This design comes from an exercise in tuning for small area and a short achievable clock period on the open sky130 flow, not from production work. The RTL was checked by simulation tests, not by an equivalence proof against the original design. Power is estimated from default activity; no workload was simulated.

--- flow/design.v ---
module stack_alu #(
  parameter int DEPTH = 256,
  parameter int WIDTH = 4
) (
  input  logic             clk,
  input  logic             rst_n,
  input  logic [2:0]       opcode,
  input  logic [WIDTH-1:0] input_data,
  output logic [WIDTH-1:0] output_data,
  output logic             empty,
  output logic             full,
  output logic             overflow
);
  localparam logic [2:0] OP_PUSH = 3'b110;
  localparam logic [2:0] OP_POP  = 3'b111;
  localparam int MD = DEPTH - 3;          
  localparam int NL = 16;                 
  localparam int NR = 17;                 
  localparam int NM = NL * NR;            
  localparam int NW = (MD + NL - 1) / NL;   
  localparam int GR = 4;                  
  localparam int NP = (NW + GR - 1) / GR;
  localparam int M0 = NM - 4;             
  logic [NL-1:0]    lo;
  logic [NR-1:0]    hi;
  logic [WIDTH-1:0] mem [MD];
  logic [WIDTH-1:0] t_q, b_q;
  logic [WIDTH-1:0] c_part [NP];
  logic [WIDTH-1:0] c_val;
  logic [WIDTH-1:0] out_q;
  logic             ovf_q;
  logic             empty_q, nfull_q, ge2_q;
  logic             nempty_o, full_o;
  always_comb begin
    c_val = '0;
    for (int p = 0; p < NP; p++) c_val = c_val | c_part[p];
  end
  logic [NL-1:0] lo_n;
  logic [NR-1:0] hi_n;
  assign lo_n = ~lo;
  assign hi_n = ~hi;
  for (genvar i = 0; i < MD; i++) begin : g_wr
    localparam int MW = (i + NM - 1) % NM;
    logic we;
    stack_alu_nor2 u_we (.a(hi_n[MW / NL]), .b(lo_n[MW % NL]), .y(we));
    always_ff @(posedge clk) begin
      if (we) mem[i] <= c_val;
    end
  end
  logic [NW-1:0] row_n [WIDTH];           
  for (genvar w = 0; w < WIDTH; w++) begin : g_bit
    for (genvar h = 0; h < NW; h++) begin : g_row
      localparam int NS = (NL * h + NL > MD) ? MD - NL * h : NL;    
      localparam int NT = (NS + 2) / 3;                             
      logic [3*NT-1:0] s, d;
      logic [NT-1:0]   t_n;
      logic            x, y;
      for (genvar k = 0; k < 3 * NT; k++) begin : g_s
        if (k < NS) begin : g_live
          assign s[k] = lo[k];
          assign d[k] = mem[NL * h + k][w];
        end else begin : g_pad
          assign s[k] = 1'b0;
          assign d[k] = 1'b0;
        end
      end
      for (genvar t = 0; t < NT; t++) begin : g_t
        if (3 * t + 2 < NS) begin : g_full
          stack_alu_ao222n u_t (.s0(s[3*t]), .d0(d[3*t]), .s1(s[3*t+1]), .d1(d[3*t+1]),
                                .s2(s[3*t+2]), .d2(d[3*t+2]), .y(t_n[t]));
        end else begin : g_part
          assign t_n[t] = ~((s[3*t] & d[3*t]) | (s[3*t+1] & d[3*t+1]) |
                            (s[3*t+2] & d[3*t+2]));
        end
      end
      stack_alu_nand3 u_x (.a(t_n[0]), .b(t_n[1]), .c(t_n[2]), .y(x));
      if (NT == 6) begin : g_six
        stack_alu_nand3 u_y (.a(t_n[3]), .b(t_n[4]), .c(t_n[5]), .y(y));
      end else begin : g_less
        assign y = ~&t_n[NT-1:3];
      end
      stack_alu_oa21n u_r (.a(x), .b(y), .c(hi[h]), .y(row_n[w][h]));
    end
  end
  logic [WIDTH-1:0] rd_part [NP];
  always_comb begin
    for (int p = 0; p < NP; p++)
      for (int w = 0; w < WIDTH; w++) begin
        rd_part[p][w] = 1'b0;
        for (int h = GR * p; h < GR * p + GR && h < NW; h++)
          rd_part[p][w] = rd_part[p][w] | ~row_n[w][h];
      end
  end
  logic signed [WIDTH-1:0] a, b;
  logic signed [WIDTH:0]   sum;
  logic                    add_ovf, mul_ovf;
  logic [WIDTH-1:0]        mul_r;
  logic [WIDTH-1:0]        alu_res;
  logic                    alu_ovf;
  assign a   = t_q;
  assign b   = b_q;
  assign sum = {b[WIDTH-1], b} + {a[WIDTH-1], a};
  stack_alu_mul u_mul (.a(a), .b(b), .r(mul_r), .ovf(mul_ovf));
  assign add_ovf = sum[WIDTH] ^ sum[WIDTH-1];
  assign alu_res = opcode[0] ? mul_r : sum[WIDTH-1:0];
  assign alu_ovf = opcode[0] ? mul_ovf : add_ovf;
  logic do_push, do_pop, do_arith, inc, dec;
  assign do_push  = (opcode == OP_PUSH) && nfull_q;
  assign do_pop   = (opcode == OP_POP) && !empty_q;
  assign do_arith = (opcode[2:1] == 2'b10) && ge2_q;
  assign inc = do_push;
  assign dec = do_pop || do_arith;
  logic eq1, eq255, ge3;
  assign eq1   = hi[(M0 + 1) / NL] && lo[(M0 + 1) % NL];
  assign eq255 = hi[(DEPTH - 5) / NL] && lo[(DEPTH - 5) % NL];
  assign ge3   = !(hi[M0 / NL] && (lo[M0 % NL] || lo[(M0 + 1) % NL] || lo[(M0 + 2) % NL]));
  always_ff @(posedge clk or negedge rst_n) begin
    if (!rst_n) begin
      lo       <= NL'(1) << (M0 % NL);
      hi       <= NR'(1) << (M0 / NL);
      out_q    <= '0;
      ovf_q    <= 1'b0;
      empty_q  <= 1'b1;
      nfull_q  <= 1'b1;
      ge2_q    <= 1'b0;
    end else begin
      if (opcode == OP_PUSH || opcode == OP_POP) ovf_q <= 1'b0;
      if (do_pop) out_q <= t_q;
      if (do_arith) begin
        out_q <= alu_res;
        ovf_q <= alu_ovf;
      end
      if (inc) begin
        lo       <= {lo[NL-2:0], lo[NL-1]};
        if (lo[NL-1]) hi <= {hi[NR-2:0], hi[NR-1]};
        empty_q  <= 1'b0;
        nfull_q  <= !eq255;
        ge2_q    <= !empty_q;
      end else if (dec) begin
        lo       <= {lo[0], lo[NL-1:1]};
        if (lo[0]) hi <= {hi[0], hi[NR-1:1]};
        empty_q  <= eq1;
        nfull_q  <= 1'b1;
        ge2_q    <= ge3;
      end
    end
  end
  always_ff @(posedge clk or negedge rst_n) begin
    if (!rst_n) begin
      nempty_o <= 1'b0;
      full_o   <= 1'b0;
    end else begin
      nempty_o <= inc || (dec ? !eq1 : !empty_q);
      full_o   <= inc ? eq255 : (!dec && !nfull_q);
    end
  end
  always_ff @(posedge clk) begin
    if (rst_n) begin
      if (inc) begin
        t_q <= input_data;
        b_q <= t_q;
        c_part[0] <= b_q;
        for (int p = 1; p < NP; p++) c_part[p] <= '0;
      end else if (dec) begin
        t_q <= do_arith ? alu_res : b_q;
        b_q <= c_val;
        for (int p = 0; p < NP; p++) c_part[p] <= rd_part[p];
      end
    end
  end
  assign output_data = out_q;
  assign overflow    = ovf_q;
  assign empty       = !nempty_o;
  assign full        = full_o;
endmodule
module stack_alu_nor2 (input logic a, input logic b, output logic y);
  assign y = ~(a | b);
endmodule
module stack_alu_nand3 (input logic a, input logic b, input logic c, output logic y);
  assign y = ~(a & b & c);
endmodule
module stack_alu_oa21n (input logic a, input logic b, input logic c, output logic y);
  assign y = ~((a | b) & c);
endmodule
module stack_alu_ao222n (
  input  logic s0, input logic d0,
  input  logic s1, input logic d1,
  input  logic s2, input logic d2,
  output logic y
);
  assign y = ~((s0 & d0) | (s1 & d1) | (s2 & d2));
endmodule
module stack_alu_mul (
  input  logic [3:0] a,
  input  logic [3:0] b,
  output logic [3:0] r,
  output logic       ovf
);
  always_comb begin
    case ({b, a})
      8'h00: {ovf, r} = 5'b00000;
      8'h01: {ovf, r} = 5'b00000;
      8'h02: {ovf, r} = 5'b00000;
      8'h03: {ovf, r} = 5'b00000;
      8'h04: {ovf, r} = 5'b00000;
      8'h05: {ovf, r} = 5'b00000;
      8'h06: {ovf, r} = 5'b00000;
      8'h07: {ovf, r} = 5'b00000;
      8'h08: {ovf, r} = 5'b00000;
      8'h09: {ovf, r} = 5'b00000;
      8'h0a: {ovf, r} = 5'b00000;
      8'h0b: {ovf, r} = 5'b00000;
      8'h0c: {ovf, r} = 5'b00000;
      8'h0d: {ovf, r} = 5'b00000;
      8'h0e: {ovf, r} = 5'b00000;
      8'h0f: {ovf, r} = 5'b00000;
      8'h10: {ovf, r} = 5'b00000;
      8'h11: {ovf, r} = 5'b00001;
      8'h12: {ovf, r} = 5'b00010;
      8'h13: {ovf, r} = 5'b00011;
      8'h14: {ovf, r} = 5'b00100;
      8'h15: {ovf, r} = 5'b00101;
      8'h16: {ovf, r} = 5'b00110;
      8'h17: {ovf, r} = 5'b00111;
      8'h18: {ovf, r} = 5'b01000;
      8'h19: {ovf, r} = 5'b01001;
      8'h1a: {ovf, r} = 5'b01010;
      8'h1b: {ovf, r} = 5'b01011;
      8'h1c: {ovf, r} = 5'b01100;
      8'h1d: {ovf, r} = 5'b01101;
      8'h1e: {ovf, r} = 5'b01110;
      8'h1f: {ovf, r} = 5'b01111;
      8'h20: {ovf, r} = 5'b00000;
      8'h21: {ovf, r} = 5'b00010;
      8'h22: {ovf, r} = 5'b00100;
      8'h23: {ovf, r} = 5'b00110;
      8'h24: {ovf, r} = 5'b11000;
      8'h25: {ovf, r} = 5'b11010;
      8'h26: {ovf, r} = 5'b11100;
      8'h27: {ovf, r} = 5'b11110;
      8'h28: {ovf, r} = 5'b10000;
      8'h29: {ovf, r} = 5'b10010;
      8'h2a: {ovf, r} = 5'b10100;
      8'h2b: {ovf, r} = 5'b10110;
      8'h2c: {ovf, r} = 5'b01000;
      8'h2d: {ovf, r} = 5'b01010;
      8'h2e: {ovf, r} = 5'b01100;
      8'h2f: {ovf, r} = 5'b01110;
      8'h30: {ovf, r} = 5'b00000;
      8'h31: {ovf, r} = 5'b00011;
      8'h32: {ovf, r} = 5'b00110;
      8'h33: {ovf, r} = 5'b11001;
      8'h34: {ovf, r} = 5'b11100;
      8'h35: {ovf, r} = 5'b11111;
      8'h36: {ovf, r} = 5'b10010;
      8'h37: {ovf, r} = 5'b10101;
      8'h38: {ovf, r} = 5'b11000;
      8'h39: {ovf, r} = 5'b11011;
      8'h3a: {ovf, r} = 5'b11110;
      8'h3b: {ovf, r} = 5'b10001;
      8'h3c: {ovf, r} = 5'b10100;
      8'h3d: {ovf, r} = 5'b10111;
      8'h3e: {ovf, r} = 5'b01010;
      8'h3f: {ovf, r} = 5'b01101;
      8'h40: {ovf, r} = 5'b00000;
      8'h41: {ovf, r} = 5'b00100;
      8'h42: {ovf, r} = 5'b11000;
      8'h43: {ovf, r} = 5'b11100;
      8'h44: {ovf, r} = 5'b10000;
      8'h45: {ovf, r} = 5'b10100;
      8'h46: {ovf, r} = 5'b11000;
      8'h47: {ovf, r} = 5'b11100;
      8'h48: {ovf, r} = 5'b10000;
      8'h49: {ovf, r} = 5'b10100;
      8'h4a: {ovf, r} = 5'b11000;
      8'h4b: {ovf, r} = 5'b11100;
      8'h4c: {ovf, r} = 5'b10000;
      8'h4d: {ovf, r} = 5'b10100;
      8'h4e: {ovf, r} = 5'b01000;
      8'h4f: {ovf, r} = 5'b01100;
      8'h50: {ovf, r} = 5'b00000;
      8'h51: {ovf, r} = 5'b00101;
      8'h52: {ovf, r} = 5'b11010;
      8'h53: {ovf, r} = 5'b11111;
      8'h54: {ovf, r} = 5'b10100;
      8'h55: {ovf, r} = 5'b11001;
      8'h56: {ovf, r} = 5'b11110;
      8'h57: {ovf, r} = 5'b10011;
      8'h58: {ovf, r} = 5'b11000;
      8'h59: {ovf, r} = 5'b11101;
      8'h5a: {ovf, r} = 5'b10010;
      8'h5b: {ovf, r} = 5'b10111;
      8'h5c: {ovf, r} = 5'b11100;
      8'h5d: {ovf, r} = 5'b10001;
      8'h5e: {ovf, r} = 5'b10110;
      8'h5f: {ovf, r} = 5'b01011;
      8'h60: {ovf, r} = 5'b00000;
      8'h61: {ovf, r} = 5'b00110;
      8'h62: {ovf, r} = 5'b11100;
      8'h63: {ovf, r} = 5'b10010;
      8'h64: {ovf, r} = 5'b11000;
      8'h65: {ovf, r} = 5'b11110;
      8'h66: {ovf, r} = 5'b10100;
      8'h67: {ovf, r} = 5'b11010;
      8'h68: {ovf, r} = 5'b10000;
      8'h69: {ovf, r} = 5'b10110;
      8'h6a: {ovf, r} = 5'b11100;
      8'h6b: {ovf, r} = 5'b10010;
      8'h6c: {ovf, r} = 5'b11000;
      8'h6d: {ovf, r} = 5'b11110;
      8'h6e: {ovf, r} = 5'b10100;
      8'h6f: {ovf, r} = 5'b01010;
      8'h70: {ovf, r} = 5'b00000;
      8'h71: {ovf, r} = 5'b00111;
      8'h72: {ovf, r} = 5'b11110;
      8'h73: {ovf, r} = 5'b10101;
      8'h74: {ovf, r} = 5'b11100;
      8'h75: {ovf, r} = 5'b10011;
      8'h76: {ovf, r} = 5'b11010;
      8'h77: {ovf, r} = 5'b10001;
      8'h78: {ovf, r} = 5'b11000;
      8'h79: {ovf, r} = 5'b11111;
      8'h7a: {ovf, r} = 5'b10110;
      8'h7b: {ovf, r} = 5'b11101;
      8'h7c: {ovf, r} = 5'b10100;
      8'h7d: {ovf, r} = 5'b11011;
      8'h7e: {ovf, r} = 5'b10010;
      8'h7f: {ovf, r} = 5'b01001;
      8'h80: {ovf, r} = 5'b00000;
      8'h81: {ovf, r} = 5'b01000;
      8'h82: {ovf, r} = 5'b10000;
      8'h83: {ovf, r} = 5'b11000;
      8'h84: {ovf, r} = 5'b10000;
      8'h85: {ovf, r} = 5'b11000;
      8'h86: {ovf, r} = 5'b10000;
      8'h87: {ovf, r} = 5'b11000;
      8'h88: {ovf, r} = 5'b10000;
      8'h89: {ovf, r} = 5'b11000;
      8'h8a: {ovf, r} = 5'b10000;
      8'h8b: {ovf, r} = 5'b11000;
      8'h8c: {ovf, r} = 5'b10000;
      8'h8d: {ovf, r} = 5'b11000;
      8'h8e: {ovf, r} = 5'b10000;
      8'h8f: {ovf, r} = 5'b11000;
      8'h90: {ovf, r} = 5'b00000;
      8'h91: {ovf, r} = 5'b01001;
      8'h92: {ovf, r} = 5'b10010;
      8'h93: {ovf, r} = 5'b11011;
      8'h94: {ovf, r} = 5'b10100;
      8'h95: {ovf, r} = 5'b11101;
      8'h96: {ovf, r} = 5'b10110;
      8'h97: {ovf, r} = 5'b11111;
      8'h98: {ovf, r} = 5'b11000;
      8'h99: {ovf, r} = 5'b10001;
      8'h9a: {ovf, r} = 5'b11010;
      8'h9b: {ovf, r} = 5'b10011;
      8'h9c: {ovf, r} = 5'b11100;
      8'h9d: {ovf, r} = 5'b10101;
      8'h9e: {ovf, r} = 5'b11110;
      8'h9f: {ovf, r} = 5'b00111;
      8'ha0: {ovf, r} = 5'b00000;
      8'ha1: {ovf, r} = 5'b01010;
      8'ha2: {ovf, r} = 5'b10100;
      8'ha3: {ovf, r} = 5'b11110;
      8'ha4: {ovf, r} = 5'b11000;
      8'ha5: {ovf, r} = 5'b10010;
      8'ha6: {ovf, r} = 5'b11100;
      8'ha7: {ovf, r} = 5'b10110;
      8'ha8: {ovf, r} = 5'b10000;
      8'ha9: {ovf, r} = 5'b11010;
      8'haa: {ovf, r} = 5'b10100;
      8'hab: {ovf, r} = 5'b11110;
      8'hac: {ovf, r} = 5'b11000;
      8'had: {ovf, r} = 5'b10010;
      8'hae: {ovf, r} = 5'b11100;
      8'haf: {ovf, r} = 5'b00110;
      8'hb0: {ovf, r} = 5'b00000;
      8'hb1: {ovf, r} = 5'b01011;
      8'hb2: {ovf, r} = 5'b10110;
      8'hb3: {ovf, r} = 5'b10001;
      8'hb4: {ovf, r} = 5'b11100;
      8'hb5: {ovf, r} = 5'b10111;
      8'hb6: {ovf, r} = 5'b10010;
      8'hb7: {ovf, r} = 5'b11101;
      8'hb8: {ovf, r} = 5'b11000;
      8'hb9: {ovf, r} = 5'b10011;
      8'hba: {ovf, r} = 5'b11110;
      8'hbb: {ovf, r} = 5'b11001;
      8'hbc: {ovf, r} = 5'b10100;
      8'hbd: {ovf, r} = 5'b11111;
      8'hbe: {ovf, r} = 5'b11010;
      8'hbf: {ovf, r} = 5'b00101;
      8'hc0: {ovf, r} = 5'b00000;
      8'hc1: {ovf, r} = 5'b01100;
      8'hc2: {ovf, r} = 5'b01000;
      8'hc3: {ovf, r} = 5'b10100;
      8'hc4: {ovf, r} = 5'b10000;
      8'hc5: {ovf, r} = 5'b11100;
      8'hc6: {ovf, r} = 5'b11000;
      8'hc7: {ovf, r} = 5'b10100;
      8'hc8: {ovf, r} = 5'b10000;
      8'hc9: {ovf, r} = 5'b11100;
      8'hca: {ovf, r} = 5'b11000;
      8'hcb: {ovf, r} = 5'b10100;
      8'hcc: {ovf, r} = 5'b10000;
      8'hcd: {ovf, r} = 5'b11100;
      8'hce: {ovf, r} = 5'b11000;
      8'hcf: {ovf, r} = 5'b00100;
      8'hd0: {ovf, r} = 5'b00000;
      8'hd1: {ovf, r} = 5'b01101;
      8'hd2: {ovf, r} = 5'b01010;
      8'hd3: {ovf, r} = 5'b10111;
      8'hd4: {ovf, r} = 5'b10100;
      8'hd5: {ovf, r} = 5'b10001;
      8'hd6: {ovf, r} = 5'b11110;
      8'hd7: {ovf, r} = 5'b11011;
      8'hd8: {ovf, r} = 5'b11000;
      8'hd9: {ovf, r} = 5'b10101;
      8'hda: {ovf, r} = 5'b10010;
      8'hdb: {ovf, r} = 5'b11111;
      8'hdc: {ovf, r} = 5'b11100;
      8'hdd: {ovf, r} = 5'b11001;
      8'hde: {ovf, r} = 5'b00110;
      8'hdf: {ovf, r} = 5'b00011;
      8'he0: {ovf, r} = 5'b00000;
      8'he1: {ovf, r} = 5'b01110;
      8'he2: {ovf, r} = 5'b01100;
      8'he3: {ovf, r} = 5'b01010;
      8'he4: {ovf, r} = 5'b01000;
      8'he5: {ovf, r} = 5'b10110;
      8'he6: {ovf, r} = 5'b10100;
      8'he7: {ovf, r} = 5'b10010;
      8'he8: {ovf, r} = 5'b10000;
      8'he9: {ovf, r} = 5'b11110;
      8'hea: {ovf, r} = 5'b11100;
      8'heb: {ovf, r} = 5'b11010;
      8'hec: {ovf, r} = 5'b11000;
      8'hed: {ovf, r} = 5'b00110;
      8'hee: {ovf, r} = 5'b00100;
      8'hef: {ovf, r} = 5'b00010;
      8'hf0: {ovf, r} = 5'b00000;
      8'hf1: {ovf, r} = 5'b01111;
      8'hf2: {ovf, r} = 5'b01110;
      8'hf3: {ovf, r} = 5'b01101;
      8'hf4: {ovf, r} = 5'b01100;
      8'hf5: {ovf, r} = 5'b01011;
      8'hf6: {ovf, r} = 5'b01010;
      8'hf7: {ovf, r} = 5'b01001;
      8'hf8: {ovf, r} = 5'b11000;
      8'hf9: {ovf, r} = 5'b00111;
      8'hfa: {ovf, r} = 5'b00110;
      8'hfb: {ovf, r} = 5'b00101;
      8'hfc: {ovf, r} = 5'b00100;
      8'hfd: {ovf, r} = 5'b00011;
      8'hfe: {ovf, r} = 5'b00010;
      8'hff: {ovf, r} = 5'b00001;
      default: {ovf, r} = 5'b0;
    endcase
  end
endmodule
--- flow/run.sh ---
#!/bin/bash
# synth_recipe.tcl (not shown) runs the flow's synth.tcl, then flattens the netlist and writes it again
# the make line also repeats each setting of config.mk as NAME=value (left out here)
make -C /OpenROAD-flow-scripts/flow DESIGN_CONFIG=/design/flow/config.mk WORK_HOME=/design/flow/orfs CLKGATE_MAP_FILE= SYNTH_SCRIPT=/design/flow/synth_recipe.tcl finish
--- flow/config.mk ---
export PLATFORM = sky130hd
export DESIGN_NAME = stack_alu
export DESIGN_NICKNAME = stack_alu
export VERILOG_FILES = /design/flow/design.v
export SDC_FILE = /design/flow/constraint.sdc
export NUM_CORES = 4
export LEC_CHECK = 0
export ABC_CLOCK_PERIOD_IN_PS = 2500
export CAP_MARGIN = 30
export CORE_MARGIN = 2
export CORE_UTILIZATION = 40
export CTS_CLUSTER_DIAMETER = 80
export CTS_CLUSTER_SIZE = 30
export SETUP_SLACK_MARGIN = 5.0
export SLEW_MARGIN = 30
export SYNTH_HIERARCHICAL = 1
export SYNTH_MINIMUM_KEEP_SIZE = 0
--- flow/constraint.sdc ---
create_clock -name core_clock -period 7.5 [get_ports {clk}]
set_input_delay 1.5000 -clock core_clock [delete_from_list [all_inputs] [get_ports {clk}]]
set_output_delay 1.5000 -clock core_clock [all_outputs]
set_load 0.01 [all_outputs]
==> results of run 1 <==
state kept, by name (all words and copies together) (netlist names):
| name | cells |
|---|---|
| hi | 17 |
| full_o | 1 |
| ovf_q | 1 |
| t_q | 4 |
| nempty_o | 1 |
| lo | 16 |
| out_q | 4 |
| c_part | 16 |
| b_q | 4 |
| ge2_q | 1 |
| empty_q | 1 |
| mem | 1012 |
| nfull_q | 1 |
final cells by class:
class | instances | area [µm²] | area share, %
tap | 1287 | 1610 | 3.68
multi-input combinational | 1101 | 7330 | 16.7
antenna | 3 | 7.51 | 0.0171
clock inverter | 13 | 153 | 0.348
inverter | 42 | 180 | 0.411
clock buffer | 60 | 1250 | 2.86
timing repair buffer | 110 | 1030 | 2.35
sequential | 1079 | 32200 | 73.6
cells in the mapped netlist, types with 10 or more instances:
cell type,count,area (µm²)
dfrtp_1,39,976
nand3_1,151,756
buf_2,15,75.1
a31oi_1,22,138
nor2_1,289,1080
o221ai_1,16,140
inv_1,41,154
ha_1,10,125
clkbuf_1,13,48.8
a41oi_1,12,105
o22ai_1,19,119
edfxtp_1,1036,31100
a21oi_1,13,65.1
a222oi_1,316,3160
o21ai_1,65,325
o21ai_0,11,55.1
nand2_1,86,323
modules after synthesis, one instance, submodules excluded:
module | cells | times used
stack_alu_oa21n | 1 | 64
stack_alu_ao222n | 1 | 316
stack_alu_mul | 101 | 1
stack_alu | 1396 | 1
stack_alu_nand3 | 1 | 124
stack_alu_nor2 | 1 | 253
power by group through the flow:
stage | clock, mW | sequential, mW | combinational, mW
3_3_place_gp | 0 | 7.62 | 5.16
4_1_cts | 3.08 | 7.46 | 5.50
5_1_grt | 3.28 | 7.45 | 5.95
6_report | 3.02 | 7.43 | 5.65
2_1_floorplan | 0 | 7.75 | 2.89
3_5_place_dp | 0 | 7.63 | 5.28
logic make-up (layout without fill, tap and decap cells):
| kind of cell | count (synthesis) | after routing |
|---|---|---|
| DFF | 1079 | 1079 |
| and+or+nand+nor | 562 | 566 |
| AOI/OAI and AO/OA | 515 | 517 |
| buffers and inverters | 80 | 225 |
| adders and majority gates | 11 | 11 |
| xor gates and xnor gates | 4 | 4 |
| muxes | 3 | 3 |
| other | 0 | 3 |
per-stage QoR:
step           total power, mW  hold WS (ns)  area (µm²)  std cells
2_1_floorplan             10.6         0.476       39800       2254
3_3_place_gp              12.8         0.487       41600       3562
6_report                  16.1         0.530       43800       3695
4_1_cts                   16.0         0.529       43500       3671
5_1_grt                   16.7         0.562       43800       3692
3_5_place_dp              12.9         0.491       41600       3562
routing by layer:
metal  track usage (%)  wire length (µm)
met5                 0                11
met4              6.57              3730
met3              3.04             11200
met2              33.8             51800
met1              28.3             41300
path summary, 6_finish.rpt:
check | endpoint | slack [ns]
min in group asynchronous | out_q[1] | 0.84
max in group asynchronous | lo[5] | 6.17
worst min-delay path | empty_q | 0.53
worst max register to register | c_part[0][3] | 4.97
worst max-delay path | output_data[1] | 4.81
worst min register to register | empty_q | 0.53
timing repair:
item,4_1_cts,5_1_grt
pin swaps,14,13
hold buffers,0,0
gates resized for setup,91,27
gates cloned,6,0
endpoints found under the hold margin,0,0
setup buffers,30,19
setup endpoints to repair,1088,350
==> results.cfg, run 1 <==
[worst_hold_path]
min_path_cells = 2
worstHoldStart = empty_q
worstHoldPathType = reg2reg

[timing]
period_share_pct = 35.8
fin_crit_ns = 2.69
setup_slack_ns = 4.81
timing.final.hold_violations = 0
max_freq_mhz = 372
max_slew_margin_pct = 38.0
setup_viol = 0
rsz0062_at_grt = yes
skew_ns = 0.0534
drv_slew = 0
finalSetupTns_ns = 0
worst_slew_pin_slew_ns = 0.930

[power_and_ir_drop]
p_sw_share_pct = 36.5
pwr-share-clk_pct = 18.8
combPwrFrac_pct = 35.1
intPower_mw = 10.2
powerDensity_mw_per_mm2 = 368
ir_drop_uv = 192
power.switching_mw = 5.87
power.leakage_nw = 11.0
seqPwrFrac_pct = 46.1

[synth]
syn_inst = 2254
ys.flop_type = edfxtp_1
syn_area_mm2 = 0.0397
synth_compound_area_share_pct = 11.3
ys_types = 69
synth-seq-cells = 1079
ys_warn_count = 15
yosys.area_share.simple_pct = 6.12
async_reset_ff_share_pct = 3.99
syn-num-nets = 2274
avgSynthCellArea_um2 = 17.6
synth_top_family_by_area = compound AO/OA/AOI/OAI gates
synthMuxAreaShare_pct = 0.107
ys_seq_area_share_pct = 81.1
synth_edf_count = 1036
synthAdderAreaFrac_pct = 0.365
synth_xor_area_share_pct = 0.0882

[critical_path]
cp-start-kind = register
worstPathArrival_ns = 1.19
crit_cells = 1
crit_family = flip-flops
rr_startpoint = lo[8]
critPathMaxFanout = 2
worstRegToRegCells = 7
startpoint = out_q[1]
crit_path_cell_trace = buf_2
endpoint_kind = output port
critPathSlowestCell = dfrtp_1
worst-path-buf-inv = 1
cpPeakStageDelay_ns = 0.41
crit_required_ns = 6.00
crit_type = reg2out

[clock_network]
cts_tree = built
cts_buffers = 45
cts_root_buffer = clkbuf_16
clockBufferDepth = 3
clk_pin_slew_ns = 0.11
cts_max_level = 2
clock_sinks = 1079
clk_latency_ns = 0.64

[global_routing]
first_global_vias = 22800
grtUsageTotal_pct = 20.6
overflow = 0
antenna_found_initial = 4
grt_max_degree = 91
grt_pass1_wl_um = 155000

[die]
die_width_um = 319
die_area_mm2 = 0.102
io_pins = 16
die-height_um = 319
core_mm2 = 0.0984
initial_core_util_pct = 40.3
rows = 115

[drt]
drt_iter0_markers = 4634
drtPass1Iterations = 12
dr_total_vias = 23600
routedWlPerCell_um = 29.2
drt-total-wl_um = 108000
post-route-drc-count = 0
antenna_left = 0
viasPerCell = 6.39

[finish]
fin_util_pct = 44.5
layout-drive-gt1-share_pct = 9.90
fin_nets = 2399
fillers = 8511
layout_commonest_cell = edfxtp_1
final_cell_mix = edfxtp_1, a222oi_1, nor2_1
layout-area-overhead-vs-synth_pct = 10.3

[flow_run]
maxCapViolations = 0

[placement]
hpwl_um = 62300
portBuffers = 15
place_congestion = 0.828
place_worst_setup_slack_ns = 3.28

[run_status]
status = complete, no violations
==> run 2, diff against run 1 <==
--- a/flow/config.mk
+++ b/flow/config.mk
@@ -13,3 +13,4 @@
 export CTS_CLUSTER_SIZE = 30
-export SETUP_SLACK_MARGIN = 5.0
+export PLACE_DENSITY = 0.75
+export SETUP_SLACK_MARGIN = 4.88
 export SLEW_MARGIN = 30
==> run 2 against run 1 <==
Register-to-register slack worse by 0.10 ns. Die area did not move. Sequential share of layout area rose by 0.53 points. Critical endpoint is now full. Largest cell class unchanged.
==> results.cfg, run 2 <==
[clock_network]
cts_tree = built
cts_max_level = 2
clockBufferDepth = 3
clk_pin_slew_ns = 0.11
cts_root_buffer = clkbuf_16
clk_latency_ns = 0.63
clock_sinks = 1079
cts_buffers = 43

[finish]
largest-register = mem
final_cell_mix = edfxtp_1, a222oi_1, nor2_1
fin_nets = 2388
fin_cells = 3682
diodes = 0
layout_commonest_cell = edfxtp_1
largest_reg_flops = 1012
layout-area-overhead-vs-synth_pct = 9.52
layout-drive-gt1-share_pct = 8.43
largestRegisters = mem: 1012 flops, hi: 17 flops

[critical_path]
worstPathArrival_ns = 1.25
worstRegToRegCells = 7
endpoint_kind = output port
critPathMaxFanout = 1
r2r_slack_ns = 4.87
worst-path-buf-inv = 1
crit_type = reg2out
crit_family = flip-flops
timing.rr.end = c_part[0][0]
cpPeakStageDelay_ns = 0.49
rr_startpoint = lo[14]
critPathSlowestCell = dfrtp_2
crit_path_cell_trace = buf_6
cp-start-kind = register
crit_required_ns = 6.00

[worst_hold_path]
worstHoldStart = empty_q
worstHoldPathType = reg2reg
holdPathEnd = empty_q
min_path_cells = 2

[global_routing]
grt_pass1_wl_um = 146000
first_global_vias = 22500
grtUsageTotal_pct = 18.7
grt_max_degree = 116
antenna_found_initial = 0
overflow = 0

[synth]
ys_warn_count = 15
syn_area_mm2 = 0.0397
syn_inst = 2254
ys_seq_area_share_pct = 81.1
yosysMostFrequentCell = edfxtp_1
syn-num-nets = 2274
yosys-top-cells-area = edfxtp_1, a222oi_1, nor2_1, dfrtp_1, nand3_1
synth_edf_count = 1036
yosys.area.top_type = edfxtp_1
ys_types = 69
synth_top_area_share_pct = 78.3
avgSynthCellArea_um2 = 17.6
async_reset_ff_share_pct = 3.99
synth-seq-cells = 1079
yosys-top-cells-count = edfxtp_1, a222oi_1, nor2_1, nand3_1, nand2_1
ys.flop_type = edfxtp_1

[timing]
worst_slew_pin_slew_ns = 0.947
skew_ns = 0.0345
drv_slew = 0
period_share_pct = 36.7
fin_crit_ns = 2.75
max_slew_margin_pct = 36.9
max_freq_mhz = 363
finalSetupTns_ns = 0
timing.final.hold_violations = 0
rsz0062_at_grt = yes
setup_viol = 0

[placement]
place_inst = 3560
portBuffers = 15
place_congestion = 0.869
hpwl_um = 56700

[die]
io_pins = 16
die_width_um = 319
initial_core_util_pct = 40.3
die-height_um = 319
die_area_mm2 = 0.102
core_mm2 = 0.0984
rows = 115

[drt]
viasPerCell = 6.40
drtPass1Iterations = 9
drt_iter0_markers = 4739
post-route-drc-count = 0
antenna_left = 0
drt-total-wl_um = 99600
routedWlPerCell_um = 27.1
dr_total_vias = 23600

[power_and_ir_drop]
powerDensity_mw_per_mm2 = 363
power.leakage_nw = 10.9
ir_drop_uv = 245

[run_status]
status = complete, no violations

[flow_run]
maxCapViolations = 0
run 2: cell counts after synthesis:
No cell type changed its count.
run 2: final cells by class:
cell class	instances	area, µm²
clock inverters	5	65.1
multi-input cells	1098	7260
clock buffers	67	1230
inverters	42	161
repair buffers	104	928
fillers	8360	54900
well taps	1287	1610
flip-flops and latches	1079	32200
run 2: layer usage:
| layer | part of all wire, % | global-route usage (%) |
|---|---|---|
| met3 | 13 | 3.86 |
| met5 | 0 | 0 |
| met1 | 36 | 25.6 |
| met2 | 47 | 30.2 |
| met4 | 3.5 | 5.73 |
run 2: how the worst max path moves through the flow:
| stage | startpoint | to | cells after the start |
|---|---|---|---|
| 2_1_floorplan | opcode[2] | b_q[0] | 4 |
| 3_3_place_gp | opcode[2] | c_part[2][3] | 3 |
| 3_5_place_dp | opcode[2] | c_part[2][2] | 3 |
| 4_1_cts | full_o | full | 1 |
| 5_1_grt | full_o | full | 1 |
| 6_report | full_o | full | 1 |
run 2: where the power goes:
group	switching, mW	internal (mW)
logic	3.72	1.73
clock network	1.73	1.17
registers	0.187	7.23
run 2: worst min-delay path, stage by stage (launching register included):
cell     delay, ns
dfstp_2       0.40
nand2_1       0.08
a21oi_1       0.07
run 2: repair_timing:
item / in CTS / in global routing
cloned: 3 / 0
pin swaps: 5 / 9
hold buffers: 0 / 0
endpoints found under the setup margin: 196 / 107
resized for setup: 61 / 22
setup buffers: 18 / 28
run 2: metrics by stage:
| step | util [%] | total power [mW] | setup WS (ns) | hold slack (ns) | cell area [µm²] |
|---|---|---|---|---|---|
| 2_1_floorplan | - | 10.6 | 4.70 | 0.476 | 39800 |
| 3_3_place_gp | 42.3 | 12.6 | 3.38 | 0.495 | 41600 |
| 3_5_place_dp | 42.3 | 12.7 | 3.31 | 0.506 | 41600 |
| 4_1_cts | 43.8 | 15.6 | 4.73 | 0.543 | 43200 |
| 5_1_grt | 44.2 | 16.3 | 4.73 | 0.577 | 43500 |
| 6_report | 44.2 | 15.8 | 4.75 | 0.550 | 43500 |
run 2: cell families (layout without fill, tap and decap cells):
group / Yosys count / count (layout) / share of synthesized area (%)
AND/OR/NAND/NOR: 562 / 563 / 6.12
XOR/XNOR: 4 / 4 / 0.0882
flip-flops: 1079 / 1079 / 81.1
AO/OA/AOI/OAI: 515 / 517 / 11.3
multiplexers: 3 / 3 / 0.107
adder cells (fa/ha/maj): 11 / 11 / 0.365
buffers and inverters: 80 / 218 / 0.977
run 2: modules after synthesis, one instance, submodules excluded:
module,flip-flops and latches,cells inside
stack_alu,1079,1396
stack_alu_ao222n,0,1
stack_alu_nand3,0,1
stack_alu_oa21n,0,1
stack_alu_nor2,0,1
stack_alu_mul,0,101
==> run 3, diff against run 2 <==
--- a/flow/config.mk
+++ b/flow/config.mk
@@ -13,3 +13,2 @@
 export CTS_CLUSTER_SIZE = 30
-export PLACE_DENSITY = 0.75
 export SETUP_SLACK_MARGIN = 4.88
@@ -18 +17,2 @@
 export SYNTH_MINIMUM_KEEP_SIZE = 0
+export TNS_END_PERCENT = 10
==> run 3 against run 2 <==
First-iteration DRC count shrank 5.9%. Hold slack got worse by 0.016 ns. Highest routed layer unchanged. Sequential cell count stayed put. Critical path type unchanged. Largest cell class unchanged. Clock power grew 2%. Critical path depth is the same.
==> results.cfg, run 3 <==
[timing]
setup_viol = 0
worst_slew_pin_slew_ns = 0.923
skew_ns = 0.0218
fin_crit_ns = 2.76
drv_slew = 0
period_share_pct = 36.8
max_freq_mhz = 363
rsz0062_at_grt = yes
max_slew_margin_pct = 38.5
timing.final.hold_violations = 0
finalSetupTns_ns = 0
whs_ns = 0.534

[synth]
synth_edf_count = 1036
syn_area_mm2 = 0.0397
ys.flop_type = edfxtp_1
synth-seq-cells = 1079
avgSynthCellArea_um2 = 17.6
yosys.area.top_type = edfxtp_1
ys_seq_area_share_pct = 81.1
syn-num-nets = 2274
yosysMostFrequentCell = edfxtp_1
yosys-top-cells-area = edfxtp_1, a222oi_1, nor2_1, dfrtp_1, nand3_1
synth_top_area_share_pct = 78.3
ys_types = 69
ys_warn_count = 15
async_reset_ff_share_pct = 3.99
yosys-top-cells-count = edfxtp_1, a222oi_1, nor2_1, nand3_1, nand2_1
syn_inst = 2254

[critical_path]
crit_path_cell_trace = clkdlybuf4s15_1
worstPathArrival_ns = 1.26
crit_family = flip-flops
crit_required_ns = 6.00
critPathSlowestCell = dfrtp_1
worstRegToRegCells = 7
cpPeakStageDelay_ns = 0.40
cp-start-kind = register
crit_type = reg2out
critPathMaxFanout = 2
crit_cells = 1
worst-path-buf-inv = 1
endpoint_kind = output port

[finish]
diodes = 0
layout_commonest_cell = edfxtp_1
largest_reg_flops = 1012
layout-area-overhead-vs-synth_pct = 9.60
fin_nets = 2376
fillers = 8465
multiInputGateArea_mm2 = 0.00724
layout-drive-gt1-share_pct = 7.92
final_cell_mix = edfxtp_1, a222oi_1, nor2_1
largestRegisters = mem: 1012 flops, hi: 17 flops
seq_area_mm2 = 0.0322
largest-register = mem

[die]
initial_core_util_pct = 40.3
die-height_um = 319
rows = 115
die_area_mm2 = 0.102
die_width_um = 319
core_mm2 = 0.0984
io_pins = 16

[placement]
place_congestion = 0.817
portBuffers = 15
hpwl_um = 61100

[power_and_ir_drop]
power.leakage_nw = 10.9
powerDensity_mw_per_mm2 = 365
ir_drop_uv = 258

[drt]
drtPass1Iterations = 8
drt_iter0_markers = 4458
routedWlPerCell_um = 28.7
viasPerCell = 6.35
dr_total_vias = 23300
post-route-drc-count = 0
antenna_left = 0
drt-total-wl_um = 105000

[clock_network]
clock_sinks = 1079
cts_tree = built
cts_root_buffer = clkbuf_16
clk_pin_slew_ns = 0.11
holdBufCountCts = 0
cts_buffers = 43
cts_max_level = 2
clockBufferDepth = 3
clk_latency_ns = 0.63

[flow_run]
maxCapViolations = 0

[global_routing]
first_global_vias = 22500
antenna_found_initial = 0
grtUsageTotal_pct = 19.8
grt_max_degree = 182
overflow = 0
grt_pass1_wl_um = 151000

[run_status]
status = complete, no violations

[worst_hold_path]
worstHoldPathType = reg2reg
min_path_cells = 2
run 3: worst paths after layout:
| path | startpoint | end | slack [ns] |
|---|---|---|---|
| max reg2reg | lo[3] | c_part[0][0] | 4.92 |
| min reg2reg | empty_q | empty_q | 0.53 |
| max in group asynchronous | rst_n | lo[14] | 6.15 |
| min | empty_q | empty_q | 0.53 |
| max | out_q[1] | output_data[1] | 4.74 |
| min in group asynchronous | rst_n | out_q[0] | 0.86 |
run 3: cells by family after synthesis:
group | count (synthesis) | synth area share (%)
DFF | 1079 | 81.1
and+or+nand+nor | 562 | 6.12
AOI/OAI and AO/OA | 515 | 11.3
buffers and inverters | 80 | 0.977
adders and majority gates | 11 | 0.365
xor gates and xnor gates | 4 | 0.0882
muxes | 3 | 0.107
run 3: layer usage:
| metal | GRT usage (%) | wire length (µm) | vias up |
|---|---|---|---|
| li1 | - | - | 9849 |
| met1 | 27.9 | 41500 | 11900 |
| met2 | 32.2 | 49800 | 1358 |
| met3 | 2.70 | 10500 | 181 |
| met4 | 5.57 | 3710 | 0 |
| met5 | 0 | 0 | - |
run 3: metrics by stage:
stage | worst slack (ns) | area, µm² | power, mW | util [%] | instances
CTS | 4.61 | 43100 | 15.7 | 43.8 | 3647
global route | 4.70 | 43500 | 16.5 | 44.2 | 3673
detailed placement | 3.33 | 41700 | 12.8 | 42.3 | 3562
global placement | 3.43 | 41600 | 12.6 | 42.3 | 3561
finish | 4.74 | 43500 | 15.9 | 44.2 | 3673
floorplan | 4.70 | 39800 | 10.6 | - | 2254
run 3: area by class of cell:
cell class              instances  share of cell area (%)
clock buffers                  65                    2.81
well taps                    1287                    3.70
multi-input cells            1098                    16.6
repair buffers                 92                    2.12
clock inverters                10                   0.293
inverters                      42                   0.377
flip-flops and latches       1079                    74.1
run 3: tightest hold or removal path: cells and delay by family, from the launching register on:
family	cells	cell delay, ns
flip-flops	1	0.40
AND/OR/NAND/NOR	1	0.08
AO/OA/AOI/OAI	1	0.06
run 3: where the power goes:
part	total, mW	internal (mW)	switching (mW)
sequential	7.49	7.23	0.253
combinational	5.44	1.75	3.68
clock	2.96	1.23	1.73
total	15.9	10.2	5.67
run 3: repair_timing:
action                                  in CTS  in global routing
buffers inserted                             7                 26
gates resized for setup                     30                 41
endpoints found under the setup margin     630                619
hold endpoints to repair                     0                  0
cloned                                       3                  0
pin swaps                                    4                 17
run 3: modules after synthesis (local to each module, per instance):
module            cells  times used
stack_alu_nand3       1         124
stack_alu_ao222n      1         316
stack_alu          1396           1
stack_alu_mul       101           1
stack_alu_oa21n       1          64
stack_alu_nor2        1         253
==> run 4, diff against run 3 <==
--- a/flow/config.mk
+++ b/flow/config.mk
@@ -13,2 +13,3 @@
 export CTS_CLUSTER_SIZE = 30
+export GPL_TIMING_DRIVEN = 0
 export SETUP_SLACK_MARGIN = 4.88
@@ -17,2 +18 @@
 export SYNTH_MINIMUM_KEEP_SIZE = 0
-export TNS_END_PERCENT = 10
==> run 4 against run 3 <==
Cell area is 1.3% higher. Synthesized area unchanged. Wire length decreased by 2.3%. Sequential share of layout area fell by 0.90 points. Core utilization increased by 0.56 points. Synthesized cell count stayed put. Fmax rose by 2.6%. Combinational power down 3%. Total power rose by 0.76%. Hold slack worse by 0.046 ns. Register-to-register slack better by 0.03 ns.
==> results.cfg, run 4 <==
[critical_path]
endpoint_kind = output port
crit_type = reg2out
critPathMaxFanout = 1
r2r_slack_ns = 4.95
cp-start-kind = register
rr_startpoint = t_q[1]
crit_required_ns = 6.00
worstPathArrival_ns = 1.19
startpoint = nempty_o

[timing]
finalSetupTns_ns = 0
max_slew_margin_pct = 43.7
worst_slew_pin_slew_ns = 0.843
timing.final.hold_violations = 0
fin_crit_ns = 2.69
skew_ns = 0.0368
period_share_pct = 35.8
rsz0062_at_grt = yes
setup_slack_ns = 4.81
setup_viol = 0
drv_slew = 0
max_freq_mhz = 372

[global_routing]
antenna_found_initial = 2
grtUsageTotal_pct = 19.7
grt_max_degree = 67
first_global_vias = 22800
grt_pass1_wl_um = 149000
overflow = 0

[synth]
ys_warn_count = 15
synth_top_family_by_area = compound AO/OA/AOI/OAI gates
ys.flop_type = edfxtp_1
yosysMostFrequentCell = edfxtp_1
yosys.area_share.simple_pct = 6.12
async_reset_ff_share_pct = 3.99
syn-num-nets = 2274
synthAdderAreaFrac_pct = 0.365
synth_xor_area_share_pct = 0.0882
synth-seq-cells = 1079
yosys.area.top_type = edfxtp_1
avgSynthCellArea_um2 = 17.6
synth_top_area_share_pct = 78.3
yosys-top-cells-count = edfxtp_1, a222oi_1, nor2_1, nand3_1, nand2_1
synth_edf_count = 1036
syn_inst = 2254
ys_types = 69
syn_area_mm2 = 0.0397
yosys-top-cells-area = edfxtp_1, a222oi_1, nor2_1, dfrtp_1, nand3_1
ys_seq_area_share_pct = 81.1
synthMuxAreaShare_pct = 0.107
synth_compound_area_share_pct = 11.3

[drt]
drtPass1Iterations = 8
drt-total-wl_um = 103000
viasPerCell = 6.27
dr_total_vias = 23200
post-route-drc-count = 0
routedWlPerCell_um = 27.9
antenna_left = 0
drt_iter0_markers = 3753

[finish]
fin_util_pct = 44.8
fin_nets = 2395
design_area_mm2 = 0.0441
layout_commonest_cell = edfxtp_1
largest-register = mem
diodes = 0
final_cell_mix = edfxtp_1, a222oi_1, nor2_1
largest_reg_flops = 1012
largestRegisters = mem: 1012 flops, hi: 17 flops
layout-area-overhead-vs-synth_pct = 11.0
layout-drive-gt1-share_pct = 9.01

[power_and_ir_drop]
power.leakage_nw = 11.1
pwr-share-clk_pct = 19.0
seqPwrFrac_pct = 48.0
combPwrFrac_pct = 32.9
p_sw_share_pct = 36.0
ir_drop_uv = 249
intPower_mw = 10.2
power.switching_mw = 5.75
finalPower_mw = 16.0
powerDensity_mw_per_mm2 = 363

[die]
initial_core_util_pct = 40.3
die-height_um = 319
io_pins = 16
die_area_mm2 = 0.102
die_width_um = 319
core_mm2 = 0.0984
rows = 115

[worst_hold_path]
worstHoldStart = out_q[2]
worstHoldPathType = reg2reg

[clock_network]
cts_max_level = 2
clock_sinks = 1079
cts_root_buffer = clkbuf_16
cts_buffers = 44
clk_pin_slew_ns = 0.10
clk_latency_ns = 0.64
cts_tree = built
clockBufferDepth = 3

[flow_run]
maxCapViolations = 0

[placement]
portBuffers = 15
place_area_mm2 = 0.0424
hpwl_um = 63800
place_worst_setup_slack_ns = 3.57
place_congestion = 0.843

[run_status]
status = complete, no violations
==> run 4: cell counts after synthesis <==
No cell type changed its count.
==> run 4: critical path, stage by stage (launching register included) <==
cell and delay (ns):
dfrtp_1 0.39, inv_1 0.06, buf_2 0.12
==> run 4: path summary, 6_finish.rpt <==
check                                 to  depth (start not counted)
worst min register to register  out_q[2]                          2
worst max-delay path               empty                          2
max in group asynchronous          lo[9]                          1
worst max register to register    t_q[2]                         12
min in group asynchronous       out_q[0]                          1
worst min-delay path            out_q[2]                          2
==> run 4: per-stage QoR <==
stage / hold WS, ns / cells
after floorplan: 0.476 / 2254
after global placement: 0.467 / 3556
after detailed placement: 0.477 / 3593
after CTS: 0.495 / 3687
after global routing: 0.534 / 3696
final: 0.488 / 3696
==> run 4: cell type report <==
| class | instances | area [µm²] |
|---|---|---|
| Clock buffer | 71 | 1250 |
| Buffer | 38 | 294 |
| Tap cell | 1287 | 1610 |
| Sequential cell | 1079 | 32200 |
| Multi-Input combinational cell | 1097 | 7240 |
| Fill cell | 8526 | 54300 |
| Timing Repair Buffer | 73 | 1110 |
| Clock inverter | 9 | 151 |
| Inverter | 42 | 165 |
==> run 4: cells by family (layout without fill, tap and decap cells) <==
family / count (synthesis) / count (layout)
AO/OA/AOI/OAI: 515 / 516
adder cells (fa/ha/maj): 11 / 11
AND/OR/NAND/NOR: 562 / 563
buffers and inverters: 80 / 233
multiplexers: 3 / 3
XOR/XNOR: 4 / 4
flip-flops: 1079 / 1079
==> run 4: per-layer routing <==
layer | up-vias | wire [µm] | GRT usage, %
li1 | 9893 | - | -
met1 | 11900 | 40800 | 26.8
met2 | 1227 | 49200 | 32.5
met3 | 157 | 9760 | 3.14
met4 | 0 | 3400 | 6.34
met5 | - | 0 | 0
==> run 4: Yosys stat by module (local to each module, per instance) <==
module	times used	flops+latches	cells inside
stack_alu	1	1079	1396
stack_alu_mul	1	0	101
stack_alu_ao222n	316	0	1
stack_alu_nand3	124	0	1
stack_alu_oa21n	64	0	1
stack_alu_nor2	253	0	1
==> run 4: power groups by stage <==
stage / registers [mW] / clock network [mW] / logic [mW]
after floorplan: 7.75 / 0 / 2.89
after global placement: 8.13 / 0 / 4.60
after detailed placement: 7.82 / 0 / 5.18
after CTS: 7.68 / 3.10 / 5.22
after global routing: 7.72 / 3.29 / 5.56
final: 7.69 / 3.04 / 5.27
==> run 4: what timing repair did <==
item / 4_1_cts / 5_1_grt
pin swaps: 9 / 3
gates cloned: 1 / 2
hold buffers: 0 / 0
gates resized for setup: 42 / 16
buffers inserted: 13 / 7
setup endpoints to repair: 74 / 61
==> run 5, diff against run 4 <==
--- a/flow/config.mk
+++ b/flow/config.mk
@@ -11,5 +11,4 @@
 export CORE_UTILIZATION = 40
-export CTS_CLUSTER_DIAMETER = 80
-export CTS_CLUSTER_SIZE = 30
-export GPL_TIMING_DRIVEN = 0
+export CTS_CLUSTER_DIAMETER = 60
+export CTS_CLUSTER_SIZE = 50
 export SETUP_SLACK_MARGIN = 4.88
==> run 5 against run 4 <==
Sequential share of layout area shrank 0.63 points. Synthesized area is the same. Core utilization grew 0.37 points. Cell area grew 0.83%. Die area is the same. Worst setup slack lost 0.018 ns.
==> results.cfg, run 5 <==
[run_status]
status = complete, no violations

[synth]
avgSynthCellArea_um2 = 17.6
synth_top_family_by_area = compound AO/OA/AOI/OAI gates
ys.flop_type = edfxtp_1
ys_warn_count = 15
yosys.area.top_type = edfxtp_1
syn-num-nets = 2274
ys_seq_area_share_pct = 81.1
ys_types = 69
synth_top_area_share_pct = 78.3
synthAdderAreaFrac_pct = 0.365
syn_area_mm2 = 0.0397
synth_xor_area_share_pct = 0.0882
synth_edf_count = 1036
yosysMostFrequentCell = edfxtp_1
synth_compound_area_share_pct = 11.3
yosys.area_share.simple_pct = 6.12
synth-seq-cells = 1079
yosys-top-cells-count = edfxtp_1, a222oi_1, nor2_1, nand3_1, nand2_1
synthMuxAreaShare_pct = 0.107
yosys-top-cells-area = edfxtp_1, a222oi_1, nor2_1, dfrtp_1, nand3_1
syn_inst = 2254
async_reset_ff_share_pct = 3.99

[finish]
diodes = 0
fin_util_pct = 45.2
layout-drive-gt1-share_pct = 10.6
layout_commonest_cell = edfxtp_1
largest_reg_flops = 1012
layout-area-overhead-vs-synth_pct = 11.9
largest-register = mem
largestRegisters = mem: 1012 flops, hi: 17 flops
design_area_mm2 = 0.0444
fillers = 8345
final_cell_mix = edfxtp_1, a222oi_1, nor2_1
fin_nets = 2405

[drt]
post-route-drc-count = 0
routedWlPerCell_um = 28.6
drtPass1Iterations = 8
drt-total-wl_um = 107000
drt_iter0_markers = 4528
viasPerCell = 6.33
dr_total_vias = 23600
antenna_left = 0

[critical_path]
rr_startpoint = lo[1]
crit_required_ns = 6.00
worst-path-buf-inv = 1
worstRegToRegCells = 7
worstPathArrival_ns = 1.21
cpPeakStageDelay_ns = 0.40
endpoint_kind = output port
crit_family = flip-flops
r2r_slack_ns = 4.92
timing.rr.end = c_part[0][1]
crit_type = reg2out
critPathMaxFanout = 2
crit_path_cell_trace = buf_2
cp-start-kind = register
critPathSlowestCell = dfrtp_1

[clock_network]
clk_pin_slew_ns = 0.10
clk_latency_ns = 0.67
cts_buffers = 58
clockBufferDepth = 3
clock_sinks = 1079
cts_max_level = 2
holdBufCountCts = 0
cts_root_buffer = clkbuf_16
cts_tree = built

[die]
die_width_um = 319
core_mm2 = 0.0984
rows = 115
initial_core_util_pct = 40.3
io_pins = 16
die_area_mm2 = 0.102
die-height_um = 319

[timing]
timing.final.hold_violations = 0
drv_slew = 0
max_slew_margin_pct = 36.8
skew_ns = 0.0282
finalSetupTns_ns = 0
setup_viol = 0
period_share_pct = 36.1
fin_crit_ns = 2.71
rsz0062_at_grt = yes
max_freq_mhz = 370
worst_slew_pin_slew_ns = 0.947

[placement]
place_congestion = 0.817
portBuffers = 15
hpwl_um = 61100
place_area_mm2 = 0.0417

[global_routing]
grt_pass1_wl_um = 154000
overflow = 0
first_global_vias = 22800
grtUsageTotal_pct = 20.2
antenna_found_initial = 1
grt_max_degree = 182

[power_and_ir_drop]
p_sw_share_pct = 36.3
seqPwrFrac_pct = 44.5
power.leakage_nw = 11.3
pwr-share-clk_pct = 22.8
powerDensity_mw_per_mm2 = 378
combPwrFrac_pct = 32.8
ir_drop_uv = 206
intPower_mw = 10.7
power.switching_mw = 6.11

[worst_hold_path]
min_path_cells = 2
holdPathEnd = empty_q
worstHoldStart = empty_q
worstHoldPathType = reg2reg

[flow_run]
maxCapViolations = 0
## run 5: worst register-to-register path: stages (launching register included)
cell      delay [ns]
dfrtp_4         0.62
buf_8           0.26
a222oi_1        0.46
nand3_1         0.16
o21ai_1         0.27
nand4_1         0.33
nor2_1          0.20
nor2_1          0.05
## run 5: power by group through the flow
stage | clock [mW] | sequential [mW] | combinational [mW]
2_1_floorplan | 0 | 7.75 | 2.89
3_3_place_gp | 0 | 7.70 | 4.95
3_5_place_dp | 0 | 7.71 | 5.07
4_1_cts | 3.89 | 7.55 | 5.23
5_1_grt | 4.10 | 7.49 | 5.81
6_report | 3.83 | 7.47 | 5.51
## run 5: worst max path at each step
stage | slack, ns | to | startpoint | depth (start not counted)
2_1_floorplan | 4.70 | b_q[0] | opcode[2] | 4
3_3_place_gp | 3.43 | c_part[2][3] | opcode[2] | 3
3_5_place_dp | 3.33 | hi[8] | opcode[2] | 6
4_1_cts | 4.75 | output_data[2] | out_q[2] | 1
5_1_grt | 4.74 | output_data[2] | out_q[2] | 1
6_report | 4.79 | output_data[2] | out_q[2] | 1
## run 5: what timing repair did
| item | 4_1_cts | 5_1_grt |
|---|---|---|
| setup buffers | 19 | 28 |
| cloned | 3 | 0 |
| setup endpoints to repair | 630 | 291 |
| pin swaps | 12 | 17 |
| resized for setup | 67 | 25 |
## run 5: cells by family (layout without fill, tap and decap cells)
logic type / count (synthesis) / after routing
flip-flops: 1079 / 1079
AND/OR/NAND/NOR: 562 / 563
AO/OA/AOI/OAI: 515 / 517
buffers and inverters: 80 / 258
adder cells (fa/ha/maj): 11 / 11
XOR/XNOR: 4 / 4
multiplexers: 3 / 3
## run 5: through the flow
stage                     hold WS [ns]  power (mW)  instances  setup WS, ns
after floorplan                  0.476        10.6       2254          4.70
after global placement           0.477        12.6       3561          3.43
after detailed placement         0.492        12.8       3562          3.33
after CTS                        0.528        16.7       3694          4.75
after global routing             0.570        17.4       3722          4.74
final                            0.526        16.8       3722          4.79
## run 5: modules after synthesis, one instance, submodules excluded
module / flip-flops and latches / cells / area, µm²
stack_alu: 1079 / 1396 / 33900
stack_alu_mul: 0 / 101 / 739
stack_alu_ao222n: 0 / 1 / 10.0
stack_alu_nor2: 0 / 1 / 3.75
stack_alu_nand3: 0 / 1 / 5.00
stack_alu_oa21n: 0 / 1 / 5.00
## run 5: per-layer routing
metal | share of wire (%) | vias up | GRT usage, %
met1 | 39 | 12000 | 28.3
li1 | - | 9940 | -
met3 | 10 | 183 | 2.93
met2 | 47 | 1455 | 32.7
met5 | 0.012 | - | 0
met4 | 3.3 | 2 | 6.17
## run 5: area by class of cell
cell class	count	area, µm²	share of cell area [%]
clock inverters	48	626	1.41
multi-input cells	1098	7260	16.3
repair buffers	106	1010	2.28
well taps	1287	1610	3.62
inverters	42	164	0.369
clock buffers	62	1530	3.44
flip-flops and latches	1079	32200	72.5
==> run 6, diff against run 5 <==
--- a/flow/config.mk
+++ b/flow/config.mk
@@ -11,4 +11,5 @@
 export CORE_UTILIZATION = 40
-export CTS_CLUSTER_DIAMETER = 60
-export CTS_CLUSTER_SIZE = 50
+export CTS_BUF_LIST = sky130_fd_sc_hd__clkbuf_8 sky130_fd_sc_hd__clkbuf_16
+export CTS_CLUSTER_DIAMETER = 80
+export CTS_CLUSTER_SIZE = 30
 export SETUP_SLACK_MARGIN = 4.88
==> run 6 against run 5 <==
Hold slack better by 0.0012 ns. Cell count is 0.97% lower. Core utilization is 0.82 points lower. Non-clock buffer count is 1 lower. Sequential cell count stayed put. Worst setup slack better by 0.036 ns. Cell area is 1.8% lower. Combinational power is 1% lower. Die area stayed put. Synthesized cell count stayed put. Fmax is 1.3% higher.
==> results.cfg, run 6 <==
[global_routing]
overflow = 0
grtUsageTotal_pct = 20.0
grt_max_degree = 182
grt_pass1_wl_um = 153000
first_global_vias = 22600
antenna_found_initial = 0

[synth]
ys.flop_type = edfxtp_1
avgSynthCellArea_um2 = 17.6
ys_types = 69
synth_top_area_share_pct = 78.3
synth_edf_count = 1036
ys_seq_area_share_pct = 81.1
ys_warn_count = 15
async_reset_ff_share_pct = 3.99
syn_inst = 2254
yosys-top-cells-area = edfxtp_1, a222oi_1, nor2_1, dfrtp_1, nand3_1
yosysMostFrequentCell = edfxtp_1
syn-num-nets = 2274
synth-seq-cells = 1079
yosys.area.top_type = edfxtp_1
syn_area_mm2 = 0.0397
yosys-top-cells-count = edfxtp_1, a222oi_1, nor2_1, nand3_1, nand2_1

[placement]
place_worst_setup_slack_ns = 3.33
hpwl_um = 61100
place_inst = 3562
place_congestion = 0.817
portBuffers = 15

[flow_run]
maxCapViolations = 0

[die]
die_width_um = 319
rows = 115
initial_core_util_pct = 40.3
die-height_um = 319
core_mm2 = 0.0984
io_pins = 16
die_area_mm2 = 0.102

[clock_network]
clockBufferDepth = 3
clk_pin_slew_ns = 0.11
holdBufCountCts = 0
clk_latency_ns = 0.63
cts_max_level = 2
cts_buffers = 43
cts_root_buffer = clkbuf_16
cts_tree = built
clock_sinks = 1079

[critical_path]
crit_required_ns = 6.00
cp-start-kind = register
crit_family = flip-flops
critPathMaxFanout = 1
endpoint_kind = output port
cpPeakStageDelay_ns = 0.39
worst-path-buf-inv = 2
worstPathArrival_ns = 1.17
critPathSlowestCell = dfrtp_1
crit_path_cell_trace = inv_1, buf_6
crit_type = reg2out
worstRegToRegCells = 7
crit_cells = 2

[timing]
timing.final.hold_violations = 0
max_slew_margin_pct = 38.9
setup_slack_ns = 4.83
rsz0062_at_grt = yes
max_freq_mhz = 375
fin_crit_ns = 2.67
worst_slew_pin_slew_ns = 0.916
setup_viol = 0
skew_ns = 0.0227
finalSetupTns_ns = 0
drv_slew = 0
period_share_pct = 35.6

[power_and_ir_drop]
ir_drop_uv = 201
power.leakage_nw = 11.0
powerDensity_mw_per_mm2 = 364

[drt]
viasPerCell = 6.35
post-route-drc-count = 0
drt_iter0_markers = 4190
drt-total-wl_um = 106000
drtPass1Iterations = 7
dr_total_vias = 23400
antenna_left = 0
routedWlPerCell_um = 28.7

[finish]
diodes = 0
largest_reg_flops = 1012
largest-register = mem
largestRegisters = mem: 1012 flops, hi: 17 flops
layout-drive-gt1-share_pct = 8.75
final_cell_mix = edfxtp_1, a222oi_1, nor2_1
layout-area-overhead-vs-synth_pct = 9.88
fin_cells = 3686
seq_area_mm2 = 0.0322
multiInputGateArea_mm2 = 0.00727
fin_nets = 2389
fillers = 8437
layout_commonest_cell = edfxtp_1

[worst_hold_path]
min_path_cells = 2
worstHoldPathType = reg2reg

[run_status]
status = complete, no violations
-- run 6: metal layers --
layer / up-vias / GRT usage [%] / part of all wire, %
met1: 12100 / 28.1 / 40
met4: 0 / 5.90 / 3.2
met2: 1332 / 32.7 / 48
li1: 9869 / - / -
met3: 158 / 2.74 / 9.6
met5: - / 0 / 0
-- run 6: where the power goes --
group | total (mW) | leakage, nW | switching [mW] | internal [mW]
clock network | 2.94 | 0.722 | 1.74 | 1.21
registers | 7.48 | 6.85 | 0.248 | 7.23
logic | 5.45 | 3.45 | 3.69 | 1.76
-- run 6: area by class of cell --
class / count / area share [%]
inverter: 42 / 0.376
clock inverter: 28 / 0.447
tap: 1287 / 3.69
clock buffer: 47 / 2.64
timing repair buffer: 105 / 2.31
sequential: 1079 / 73.9
multi-input combinational: 1098 / 16.7
-- run 6: worst paths after layout --
check,end,startpoint,slack (ns)
setup / recovery,empty,nempty_o,4.83
hold / removal,empty_q,empty_q,0.53
setup reg to reg,c_part[0][3],lo[7],4.93
hold reg to reg,empty_q,empty_q,0.53
max in group asynchronous,lo[14],rst_n,6.15
min in group asynchronous,out_q[0],rst_n,0.86
-- run 6: modules after synthesis (local to each module, per instance) --
module            cells inside  times used  flops+latches
stack_alu                 1396           1           1079
stack_alu_mul              101           1              0
stack_alu_ao222n             1         316              0
stack_alu_nand3              1         124              0
stack_alu_oa21n              1          64              0
stack_alu_nor2               1         253              0
-- run 6: repair_timing --
item / in CTS / in global routing
pin swaps: 13 / 15
setup endpoints to repair: 630 / 332
cloned: 3 / 0
resized for setup: 68 / 25
buffers inserted: 21 / 25
-- run 6: worst register-to-register path, delay by kind of cell, from the launching register on --
kind            cells  cell delay [ns]
compound gates      2             0.69
simple gates        4             0.74
flops               1             0.61
buf+inv             1             0.30
-- run 6: kinds of logic (layout without fill, tap and decap cells) --
kind of cell / after synthesis / count (layout) / share of synthesized area (%)
xor+xnor: 4 / 4 / 0.0882
simple gates: 562 / 563 / 6.12
fa+ha+maj: 11 / 11 / 0.365
flops: 1079 / 1079 / 81.1
mux: 3 / 3 / 0.107
compound gates: 515 / 517 / 11.3
buf+inv: 80 / 222 / 0.977
-- run 6: through the flow --
step | power, mW | hold WS, ns | instance area, µm² | util (%)
2_1_floorplan | 10.6 | 0.476 | 39800 | -
3_3_place_gp | 12.6 | 0.477 | 41600 | 42.3
3_5_place_dp | 12.8 | 0.492 | 41700 | 42.3
4_1_cts | 15.8 | 0.532 | 43300 | 44.0
5_1_grt | 16.5 | 0.582 | 43600 | 44.3
6_report | 15.9 | 0.527 | 43600 | 44.3
==> run 7, diff against run 6 <==
--- a/flow/config.mk
+++ b/flow/config.mk
@@ -8,6 +8,5 @@
 export ABC_CLOCK_PERIOD_IN_PS = 2500
-export CAP_MARGIN = 30
+export CAP_MARGIN = 20
 export CORE_MARGIN = 2
 export CORE_UTILIZATION = 40
-export CTS_BUF_LIST = sky130_fd_sc_hd__clkbuf_8 sky130_fd_sc_hd__clkbuf_16
 export CTS_CLUSTER_DIAMETER = 80
@@ -15,3 +14,3 @@
 export SETUP_SLACK_MARGIN = 4.88
-export SLEW_MARGIN = 30
+export SLEW_MARGIN = 20
 export SYNTH_HIERARCHICAL = 1
==> run 7 against run 6 <==
Die area is the same. Clock skew grew 0.0023 ns. Wire length is essentially flat. Global-route usage grew 0.059 points. Critical path type unchanged. Critical endpoint unchanged. Largest cell class unchanged. Highest routed layer unchanged.
==> results.cfg, run 7 <==
[critical_path]
critPathMaxFanout = 1
worst-path-buf-inv = 2
cpPeakStageDelay_ns = 0.39
cp-start-kind = register
crit_required_ns = 6.00
worstPathArrival_ns = 1.18
crit_path_cell_trace = inv_1, buf_6
endpoint_kind = output port
crit_family = flip-flops
crit_type = reg2out
r2r_slack_ns = 4.91
critPathSlowestCell = dfrtp_1

[placement]
place_congestion = 0.817
place_area_mm2 = 0.0416
portBuffers = 15
hpwl_um = 60800

[finish]
layout_commonest_cell = edfxtp_1
layout-area-overhead-vs-synth_pct = 9.76
final_cell_mix = edfxtp_1, a222oi_1, nor2_1
largest-register = mem
layout-drive-gt1-share_pct = 8.45
largestRegisters = mem: 1012 flops, hi: 17 flops
design_area_mm2 = 0.0436
fin_nets = 2384
largest_reg_flops = 1012

[drt]
drt_iter0_markers = 4637
drtPass1Iterations = 9
drt-total-wl_um = 106000
routedWlPerCell_um = 28.8
antenna_left = 0
viasPerCell = 6.36
dr_total_vias = 23400
post-route-drc-count = 0

[timing]
max_freq_mhz = 373
max_slew_margin_pct = 35.3
timing.final.hold_violations = 0
setup_viol = 0
period_share_pct = 35.7
worst_slew_pin_slew_ns = 0.970
finalSetupTns_ns = 0
skew_ns = 0.0250
drv_slew = 0
rsz0062_at_grt = yes
fin_crit_ns = 2.68

[synth]
syn_area_mm2 = 0.0397
syn-num-nets = 2274
yosys-top-cells-area = edfxtp_1, a222oi_1, nor2_1, dfrtp_1, nand3_1
async_reset_ff_share_pct = 3.99
syn_inst = 2254
ys.flop_type = edfxtp_1
avgSynthCellArea_um2 = 17.6
yosys.area.top_type = edfxtp_1
synth-seq-cells = 1079
ys_warn_count = 15
synth_edf_count = 1036
yosys-top-cells-count = edfxtp_1, a222oi_1, nor2_1, nand3_1, nand2_1
ys_types = 69
yosysMostFrequentCell = edfxtp_1
ys_seq_area_share_pct = 81.1
synth_top_area_share_pct = 78.3

[global_routing]
grt_max_degree = 182
grt_use_met1_pct = 28.7
met2_usage_pct = 32.8
met3_usage_pct = 2.50
overflow = 0
antenna_found_initial = 0
grtUsageTotal_pct = 20.1
grt_pass1_wl_um = 153000
grt_busiest_layer = met2
first_global_vias = 22500

[die]
initial_core_util_pct = 40.3
die_area_mm2 = 0.102
rows = 115
core_mm2 = 0.0984
die_width_um = 319
die-height_um = 319
io_pins = 16

[clock_network]
clk_latency_ns = 0.63
clk_pin_slew_ns = 0.11
cts_buffers = 43
cts_root_buffer = clkbuf_16
cts_tree = built
clockBufferDepth = 3
cts_max_level = 2
clock_sinks = 1079
holdBufCountCts = 0

[power_and_ir_drop]
powerDensity_mw_per_mm2 = 363
ir_drop_uv = 185
power.leakage_nw = 10.9

[flow_run]
maxCapViolations = 0

[run_status]
status = complete, no violations

[worst_hold_path]
worstHoldPathType = reg2reg
run 7: cell counts after synthesis:
Identical to the previous run, type by type.
run 7: cell families after synthesis:
kind of cell	Yosys count	share of synthesized area, %
muxes	3	0.107
and+or+nand+nor	562	6.12
xor gates and xnor gates	4	0.0882
adders and majority gates	11	0.365
AOI/OAI and AO/OA	515	11.3
buffers and inverters	80	0.977
DFF	1079	81.1
run 7: layer usage:
metal	vias up	share of wire, %
met5	-	0
met4	0	3.0
met3	161	9.6
met2	1397	48
met1	12000	40
li1	9843	-
run 7: metrics by stage:
step | total power, mW | worst slack, ns | instances | hold slack [ns] | util (%)
after floorplan | 10.6 | 4.70 | 2254 | 0.476 | -
after global placement | 12.6 | 3.43 | 3561 | 0.477 | 42.3
after detailed placement | 12.8 | 3.33 | 3561 | 0.491 | 42.3
after CTS | 15.7 | 4.78 | 3656 | 0.529 | 43.9
after global routing | 16.4 | 4.77 | 3678 | 0.571 | 44.3
final | 15.8 | 4.82 | 3679 | 0.526 | 44.3
run 7: worst paths after layout:
check	cells after the start	end	start
setup / recovery	2	empty	nempty_o
hold / removal	2	empty_q	empty_q
setup reg to reg	7	c_part[0][2]	lo[14]
hold reg to reg	2	empty_q	empty_q
max in group asynchronous	1	lo[6]	rst_n
min in group asynchronous	1	out_q[0]	rst_n
run 7: cell type report:
type	instances	area, µm²
fill	8446	54800
antenna	1	2.50
tap	1287	1610
multi-input combinational	1098	7280
sequential	1079	32200
timing repair buffer	100	1010
clock inverter	12	106
inverter	42	160
clock buffer	60	1180
run 7: worst min-delay path, cell delays in order, from the launching register on:
cell	delay [ns]
dfstp_2	0.40
nand2_1	0.07
a21oi_1	0.06
run 7: what timing repair did:
action	in CTS	in global routing
setup buffers	20	21
pin swaps	12	14
cloned	3	0
resized for setup	70	23
endpoints found under the setup margin	643	249
run 7: power breakdown:
part           internal [mW]  switching (mW)
Clock                   1.17            1.73
Combinational           1.76            3.69
Sequential              7.23           0.255
run 7: Yosys stat by module, one instance, submodules excluded:
| module | times used | flip-flops and latches | cell area, µm² | cells |
|---|---|---|---|---|
| stack_alu_ao222n | 316 | 0 | 10.0 | 1 |
| stack_alu_nand3 | 124 | 0 | 5.00 | 1 |
| stack_alu_oa21n | 64 | 0 | 5.00 | 1 |
| stack_alu | 1 | 1079 | 33900 | 1396 |
| stack_alu_nor2 | 253 | 0 | 3.75 | 1 |
| stack_alu_mul | 1 | 0 | 739 | 101 |

Check on run 7: ideal ports give 4.821 ns setup slack; a clkbuf_16 on the clock port and buf_2 on the inputs give 4.752 ns; moving port delays by the midpoint clock arrival (0.689 ns) as well gives 4.241 ns.
